This design comes from an exercise in tuning for small area, a short achievable clock period and few clock cycles on the open sky130 flow, not from production work. The RTL of this run was laid out without a check of its function. Power and IR drop assume default switching activity.

## design.v

```verilog
`timescale 1ns / 1ps
package clc_pkg;
    localparam int SAMPLE_W   = 16;
    localparam int CUR_W      = 16;
    localparam int STATUS_W   = 3;
    localparam int CFG_IDX_W  = 2;
    localparam int TDATA_IN_W = 16;
    localparam int TDATA_OUT_W = 8;
    localparam int MAX_SAMPLES_DEF = 1024;
    localparam int TOP_COUNT_DEF   = 3;
    localparam int QUEUE_DEPTH     = 2;
    localparam logic [CUR_W-1:0] RATED_RESET = 16'd1000;
    localparam logic [CUR_W-1:0] MINW_RESET  = 16'd200;
    localparam int OFF_LIMIT_MA = 100;
    localparam int OVER_NUM     = 5;
    localparam int OVER_DEN     = 4;
    localparam logic MODE_PEAK = 1'b0;
    localparam logic MODE_MEAN = 1'b1;
    typedef enum logic [STATUS_W-1:0] {
        ST_NORMAL  = 3'd0,
        ST_OVER    = 3'd1,
        ST_UNDER   = 3'd2,
        ST_OFF     = 3'd3,
        ST_INVALID = 3'd4
    } status_t;
    typedef enum logic [CFG_IDX_W-1:0] {
        CFG_RATED = 2'd0,
        CFG_MINW  = 2'd1,
        CFG_MODE  = 2'd2
    } cfg_index_t;
    function automatic integer cnt_width(input integer max_samples);
        cnt_width = $clog2(max_samples + 1);
    endfunction
    function automatic integer sum_width(input integer max_samples);
        sum_width = cnt_width(max_samples) + SAMPLE_W - 1;
    endfunction
    function automatic integer entry_width(input integer max_samples, input integer top_count);
        entry_width = sum_width(max_samples) + cnt_width(max_samples) + top_count * SAMPLE_W;
    endfunction
    function automatic logic [SAMPLE_W-1:0] mag16(input logic [SAMPLE_W-1:0] v);
        mag16 = v[SAMPLE_W-1] ? (~v + 1'b1) : v;
    endfunction
endpackage
`timescale 1ns / 1ps
module current_level_classifier #(
    parameter int MAX_SAMPLES = clc_pkg::MAX_SAMPLES_DEF,
    parameter int TOP_COUNT   = clc_pkg::TOP_COUNT_DEF
) (
    input  logic                              aclk,
    input  logic                              aresetn,
    input  logic                              s_tvalid,
    output logic                              s_tready,
    input  logic [clc_pkg::TDATA_IN_W-1:0]    s_tdata,    
    input  logic                              s_tuser,    
    input  logic                              s_tlast,
    output logic                              m_tvalid,
    input  logic                              m_tready,
    output logic [clc_pkg::TDATA_OUT_W-1:0]   m_tdata,    
    input  logic                              cfg_valid,
    output logic                              cfg_ready,
    input  logic [clc_pkg::CFG_IDX_W-1:0]     cfg_index,
    input  logic [clc_pkg::CUR_W-1:0]         cfg_data
);
    localparam bit IREG = 1'b1;
    logic [15:0] rated_reg, minw_reg;
    logic        mode_reg;
    assign cfg_ready = 1'b1;
    always_ff @(posedge aclk) begin
        if (!aresetn) begin
            rated_reg <= 16'd1000;
            minw_reg  <= 16'd200;
            mode_reg  <= 1'b0;
        end else if (cfg_valid) begin
            if (cfg_index == 2'd0) rated_reg <= cfg_data;
            if (cfg_index == 2'd1) minw_reg  <= cfg_data;
            if (cfg_index == 2'd2) mode_reg  <= cfg_data[0];
        end
    end
    wire peak = !mode_reg;
    logic        pend_reg;       
    logic        bv_reg;         
    logic        out_v_reg;
    logic [2:0]  out_st_reg;
    logic [10:0] cnt_reg;
    logic [53:0] acc_reg;
    wire out_acc = !out_v_reg || m_tready;
    wire b_free  = !bv_reg || out_acc;
    wire c_free  = peak ? b_free : (!pend_reg || out_acc);
    wire c_free_safe = peak ? (!bv_reg || !out_v_reg) : (!pend_reg || !out_v_reg);
    wire pend_go = pend_reg && c_free;
    logic        b_v;            
    logic [15:0] b_d;
    logic        b_u, b_l;
    generate
        if (IREG) begin : g_ireg
            logic        iv_reg, iu_reg, il_reg;
            logic [15:0] id_reg;
            assign s_tready = !iv_reg || c_free_safe;
            always_ff @(posedge aclk) begin
                if (!aresetn) begin
                    iv_reg <= 1'b0;
                end else if (s_tready) begin
                    iv_reg <= s_tvalid;
                end else if (c_free) begin
                    iv_reg <= 1'b0;
                end
            end
            always_ff @(posedge aclk) begin
                if (s_tready) begin
                    id_reg <= s_tdata;
                    iu_reg <= s_tuser;
                    il_reg <= s_tlast;
                end
            end
            assign b_v = iv_reg && c_free;
            assign b_d = id_reg;
            assign b_u = iu_reg;
            assign b_l = il_reg;
        end else begin : g_noireg
            assign s_tready = c_free_safe;
            assign b_v = s_tvalid && s_tready;
            assign b_d = s_tdata;
            assign b_u = s_tuser;
            assign b_l = s_tlast;
        end
    endgenerate
    wire [10:0] cb  = pend_reg ? 11'd0 : cnt_reg;    
    wire        add = b_v && b_u && !cb[10];
    wire signed [15:0] v  = b_d;
    wire        [14:0] vu = b_d[14:0] ^ {15{b_d[15]}};   
    wire               vs = b_d[15];
    wire signed [15:0] t0 = acc_reg[15:0];
    wire signed [15:0] t1 = acc_reg[31:16];
    wire signed [15:0] t2 = acc_reg[47:32];
    wire ge0 = (cb != 11'd0) && (t0 >= v);
    wire ge1 = (cb >  11'd1) && (t1 >= v);
    wire ge2 = (cb >  11'd2) && (t2 >= v);
    wire hold2 = ge2 || (cb < 11'd2);
    wire [15:0] t0_ins = ge0 ? t0 : v;
    wire [15:0] t1_ins = ge1 ? t1 : (ge0 ? v : t0);
    wire [15:0] t2_ins = hold2 ? t2 : (ge1 ? v : t1);
    wire [26:0] dr = acc_reg[26:0];
    wire [26:0] dm = acc_reg[53:27];
    wire        first = (cb == 11'd0);
    wire [26:0] dr_base = first ? 27'd0 : dr;
    wire [26:0] dm_base = first ? 27'd0 : dm;
    wire [26:0] dr_ins = dr_base + {12'd0, vu} + {11'h7ff, ~rated_reg} + {26'd0, vs} + 27'd1;
    wire [26:0] dm_ins = dm_base + {12'd0, vu} + {11'h7ff, ~minw_reg}  + {26'd0, vs} + 27'd1;
    wire [1:0]  k_c = (cnt_reg > 11'd2) ? 2'd3 : cnt_reg[1:0];
    wire [15:0] m0 = t0[15] ? -t0 : t0;
    wire [15:0] m1 = t1[15] ? -t1 : t1;
    wire [15:0] m2 = t2[15] ? -t2 : t2;
    wire [17:0] tsum = {2'd0, m0} + ((k_c[1]) ? {2'd0, m1} : 18'd0)
                                  + ((k_c == 2'd3) ? {2'd0, m2} : 18'd0);
    logic [53:0] acc_next;
    always_comb begin
        acc_next = acc_reg;
        if (peak) begin
            if (add) begin
                acc_next[15:0]  = t0_ins;
                acc_next[31:16] = t1_ins;
                acc_next[47:32] = t2_ins;
            end
            if (pend_go) begin
                acc_next[49:32] = tsum;
                acc_next[51:50] = k_c;
            end
        end else if (add) begin
            acc_next[26:0]  = dr_ins;
            acc_next[53:27] = dm_ins;
        end
    end
    always_ff @(posedge aclk) begin
        acc_reg <= acc_next;
    end
    always_ff @(posedge aclk) begin
        if (!aresetn) begin
            cnt_reg  <= 11'd0;
            pend_reg <= 1'b0;
        end else if (!pend_reg || pend_go) begin
            cnt_reg  <= cb + {10'd0, add};
            pend_reg <= b_v && b_l;
        end
    end
    logic [2:0] st_mean;
    always_comb begin
        if (cnt_reg == 11'd0)   st_mean = 3'd4;
        else if (!dr[26])       st_mean = 3'd1;
        else if (!dm[26])       st_mean = 3'd0;
        else                    st_mean = 3'd2;
    end
    wire [17:0] tb_t = acc_reg[49:32];
    wire [1:0]  tb_k = acc_reg[51:50];
    wire [20:0] lhs5 = {1'b0, tb_t, 2'b00} + {3'b000, tb_t};              
    wire [19:0] r_k  = (tb_k[0] ? {4'd0, rated_reg} : 20'd0)
                     + (tb_k[1] ? {3'd0, rated_reg, 1'b0} : 20'd0);      
    wire [18:0] m_k  = (tb_k[0] ? {3'd0, minw_reg} : 19'd0)
                     + (tb_k[1] ? {2'd0, minw_reg, 1'b0} : 19'd0);       
    wire [8:0]  off_k = (tb_k[0] ? 9'd100 : 9'd0) + (tb_k[1] ? 9'd200 : 9'd0);
    logic [2:0] st_peak;
    always_comb begin
        if (rated_reg == 16'd0 || tb_k == 2'd0)        st_peak = 3'd4;
        else if (lhs5 >= {r_k, 2'b00})                 st_peak = 3'd1;
        else if (tb_t <= {9'd0, off_k})                st_peak = 3'd3;
        else if ({1'b0, tb_t} < m_k)                   st_peak = 3'd2;
        else                                           st_peak = 3'd0;
    end
    always_ff @(posedge aclk) begin
        if (!aresetn) begin
            bv_reg <= 1'b0;
        end else if (b_free) begin
            bv_reg <= peak && pend_go;
        end
    end
    always_ff @(posedge aclk) begin
        if (!aresetn) begin
            out_v_reg <= 1'b0;
        end else if (out_acc) begin
            out_v_reg <= peak ? bv_reg : pend_reg;
        end
    end
    always_ff @(posedge aclk) begin
        if (out_acc) begin
            out_st_reg <= peak ? st_peak : st_mean;
        end
    end
    assign m_tvalid = out_v_reg;
    assign m_tdata  = {5'd0, out_st_reg};
endmodule
```

## run.sh

```bash
#!/bin/bash
# synth_recipe.tcl (not shown) runs the flow's synth.tcl, then flattens the netlist and writes it again
# the make line also repeats each setting of config.mk as NAME=value (left out here)
make -C /OpenROAD-flow-scripts/flow DESIGN_CONFIG=/design/flow/config.mk WORK_HOME=/design/flow/orfs CLKGATE_MAP_FILE= SYNTH_SCRIPT=/design/flow/synth_recipe.tcl finish
```

## config.mk

```make
export PLATFORM = sky130hd
export DESIGN_NAME = current_level_classifier
export DESIGN_NICKNAME = current_level_classifier
export VERILOG_FILES = /design/flow/design.v
export SDC_FILE = /design/flow/constraint.sdc
export NUM_CORES = 4
export LEC_CHECK = 0
export CAP_MARGIN = 20
export CORE_MARGIN = 2
export CORE_UTILIZATION = 40
export SLEW_MARGIN = 20
```

## constraint.sdc

```tcl
create_clock -name core_clock -period 6.5 [get_ports {aclk}]
set_input_delay 1.3000 -clock core_clock [delete_from_list [all_inputs] [get_ports {aclk}]]
set_output_delay 1.3000 -clock core_clock [all_outputs]
set_load 0.01 [all_outputs]
```

==> impl_results.md <==
* FP Rows at 72
* Die Ht at 201 um
* Initial antenna violation count at 0
* H-tree depth at 4
* CTS Hold Bufs at 0
* Routed wire per std cell at 20.7 um
* Diode count at 0
* Fmax at 0.180 GHz
* Final global-route overflow total at 0
* Yosys top cell area share at 16.9%
* Final min period at 5570 ps
* CP startpoint kind: flop
* Clk Latency, worst-skew pair at 470 ps
* CTS sink cnt at 123
* Hold Violations, Final at 0
* YS warnings at 1
* Status: complete, no violations
* Total CTS buffers at 17
* Count leader, synth: nand2_1
* Vias in the first global route at 13812
* Worst-path clk slew at 50 ps
* Seq/Total Area, Yosys at 20.6%
* Pleak at 0.00757 uW
* Top Ports at 52
* Setup Total Neg Slack at 0 ps
* #FFs+latches synth at 123
* Hold WS at 499 ps
* Pwr dens at 172 mW/mm^2
* CP max stage delay at 690 ps
* First-pass GRT wire length at 78800 um
* Seq pwr share at 31.5%
* Final worst setup slack at 929 ps
* Synth cell types at 73
* DR WL met3 at 3530 um
* Routed wire length at 51100 um
* R2R depth at 19
* Slew Viols, Final at 0
* Setup Fix Bufs, Post-CTS at 0
* Crit path DAT at 5840 ps
* Largest net degree at the start of global routing at 75
* Antenna Violating Nets Remaining at 0
* Vias post-DR at 14282
* Final Setup Violations at 0
* Ys flop type: edfxtp_1
* Hold path cells at 2
* Clk buf depth at 2
* Met1 WL at 22700 um
* Combinational share of power at 34.9%
* Mapped Area at 0.0156 sq mm
* RSZ-0062 raised after global routing: false
* Pre-CTS setup slack at 933 ps
* Max reg flops at 54
* Setup Skew at 15.2 ps
* Reg2reg end: out_st_reg[1]
* Synth top area cells: ha_1, edfxtp_1, fa_1
* Die width at 201 um
* Gpl congestion at 0.969
* Drt drc at 0
* Layout cells sized above 1 at 3.70%
* Hpwl dp at 39700 um
* Max Cap Viol at 0
* Sw frac at 36.1%
* Power share of the clock group at 33.5%
* WP data required at 6770 ps
* CTS root buffer: clkbuf_16
* Worst-path cell chain: buf_4 -> and2_1 -> ha_1 -> fa_1 -> a21o_1 -> a21oi_1 -> o21bai_1 -> a2111oi_0 -> o31a_1 -> a21oi_1 -> a21oi_1 -> xnor2_1 -> ha_1 -> a21o_1 -> a211oi_1 -> nand3_1 -> a21oi_1 -> o31ai_1 -> o21ai_0
* Psw at 1070 uW
* Maximum fanout along the worst path at 21
* All-Layer GR Usage at 25.4%
* Post-route cell area at 0.0171 sq mm
* Net count, final at 2238
* Total Die Area at 0.0405 sq mm
* Vias/cell at 5.80
* Initial Util at 40.4%
* TritonCTS clock tree: yes
* Worst Max-Slew Pin Slew at 1020 ps
* HP Start: minw_reg[15]
* Nature of the critical path endpoint: flop
* Power Total at 2950 uW
* Post-synth EDFFs at 75
* Worst IR drop on VDD at 0.190 mV
* Crit path max-delay cell type: a2111oi_0
* P&R area growth vs syn at 9.80%
* Post-synth top area cell: ha_1
* Placed cell area at 0.0165 sq mm
* Cells after Synth at 1922
* Ys async rst share at 0%
* Drt pass-1 iters at 5
* Worst Setup Path Type: reg2reg
* Highest routed layer: met4
* Worst r2r src: acc_reg[50]
* Iter 0 DRT Violations at 1117
* FF-to-FF setup slack at 930 ps
* Syn_area_per_cell at 8.11 sq um
* Top post-synthesis cells by count: nand2_1, ha_1, inv_1, a21oi_1, xnor2_1
* Hold Path End: minw_reg[15]
* CP dominant cell by count: a21oi_1
* CTS-repair resized insts at 0
* Met2 wire length at 22600 um
* Period utilisation layout at 85.7%
* Worst-case headroom to the max-slew limit at 31.6%
* Port bufs at 45
* Hold Crit Class: reg2reg
* Core Area at 0.0386 sq mm
* Int Power at 1890 uW
-- power groups by stage --
stage	Clock, uW	Combinational [uW]	Sequential [uW]
after floorplan	0	754	903
after detailed placement	0	1000	945
final	990	1030	931
after global routing	1040	1140	932
after global placement	0	994	944
after CTS	1000	1020	928
-- cell type report --
class	instances	area [sq um]
Inverter	179	672
Clock buffer	20	437
Tap cell	518	648
Multi-Input combinational cell	1555	11400
Sequential cell	123	3210
Fill cell	3938	21500
Clock inverter	11	146
Timing Repair Buffer	58	548
-- kinds of logic after synthesis --
family	share of synthesized area, %
adder cells (fa/ha/maj)	23.6
AO/OA/AOI/OAI	20.2
multiplexers	1.17
other	0.0482
buffers and inverters	6.23
flip-flops	20.6
AND/OR/NAND/NOR	19.6
XOR/XNOR	8.49
-- critical path: cells and delay by family, from the launching register on --
family / cells / cell delay (ps)
compound gates: 12 / 3050
xor+xnor: 1 / 140
fa+ha+maj: 3 / 900
buf+inv: 1 / 330
flops: 1 / 640
simple gates: 2 / 310
-- stage by stage --
stage,instances,utilization [%]
after floorplan,1926,-
after detailed placement,2433,42.8
after global placement,2433,42.8
final,2464,44.4
after CTS,2464,44.3
after global routing,2464,44.4
-- worst max path at each step --
| stage | from | end | cells past startpoint |
|---|---|---|---|
| after floorplan | acc_reg[51] | out_st_reg[0] | 19 |
| after global placement | acc_reg[50] | out_st_reg[1] | 19 |
| after detailed placement | acc_reg[50] | out_st_reg[1] | 19 |
| after CTS | acc_reg[50] | out_st_reg[1] | 19 |
| after global routing | acc_reg[50] | out_st_reg[1] | 19 |
| final | acc_reg[50] | out_st_reg[1] | 19 |
-- metal layers --
metal	vias to the layer above	global-route usage, %
li1	6830	-
met1	6802	34.2
met2	546	40.0
met3	104	3.89
met4	0	11.5
met5	-	0
-- placed cells by master (no fill, tap or decap), types with 15 or more instances in the layout --
cell / count
nor3_1: 35
clkbuf_16: 17
o21bai_1: 20
xnor2_1: 101
fa_1: 52
a211oi_1: 33
and2_1: 68
a21oi_1: 133
or3_1: 15
a31oi_1: 17
xor2_1: 50
edfxtp_1: 75
o21a_1: 17
a21o_1: 60
o211ai_1: 19
dfxtp_1: 47
clkdlybuf4s50_1: 45
nand2_1: 241
nand3_1: 50
o31ai_1: 15
nand2b_1: 23
o21ai_0: 91
inv_1: 179
nor2_1: 95
nand4_1: 29
ha_1: 211
nor4_1: 16
nor2b_1: 18

## afterwards: timing with drivers on the ports
In the flow no input, the clock included, has a driving cell. The finished layout below was timed again as built, in two steps. Step 1 sets driving cells, clkbuf_16 on the clock port and buf_2 on the other inputs (assumed; they add their load-dependent delay and slew). Step 2 adds t to the input delays and takes it off the output delays; t is the mean of the earliest and latest rising clock arrival at the registers after step 1. Input paths then give back, and output paths get back, about the clock's delay inside the block. Three values: no drivers, after step 1, after step 2; two values: the first two.
shift t [ns]: 0.514
setup WS [ns]: 0.929 / 0.929 / 0.929
latest minus earliest clock arrival (ns): 0.015 / 0.015
After both steps setup and hold are still met in this run. For this run, drivers alone change the setup slack by 0.000 ns; drivers and shift together by 0.000 ns.
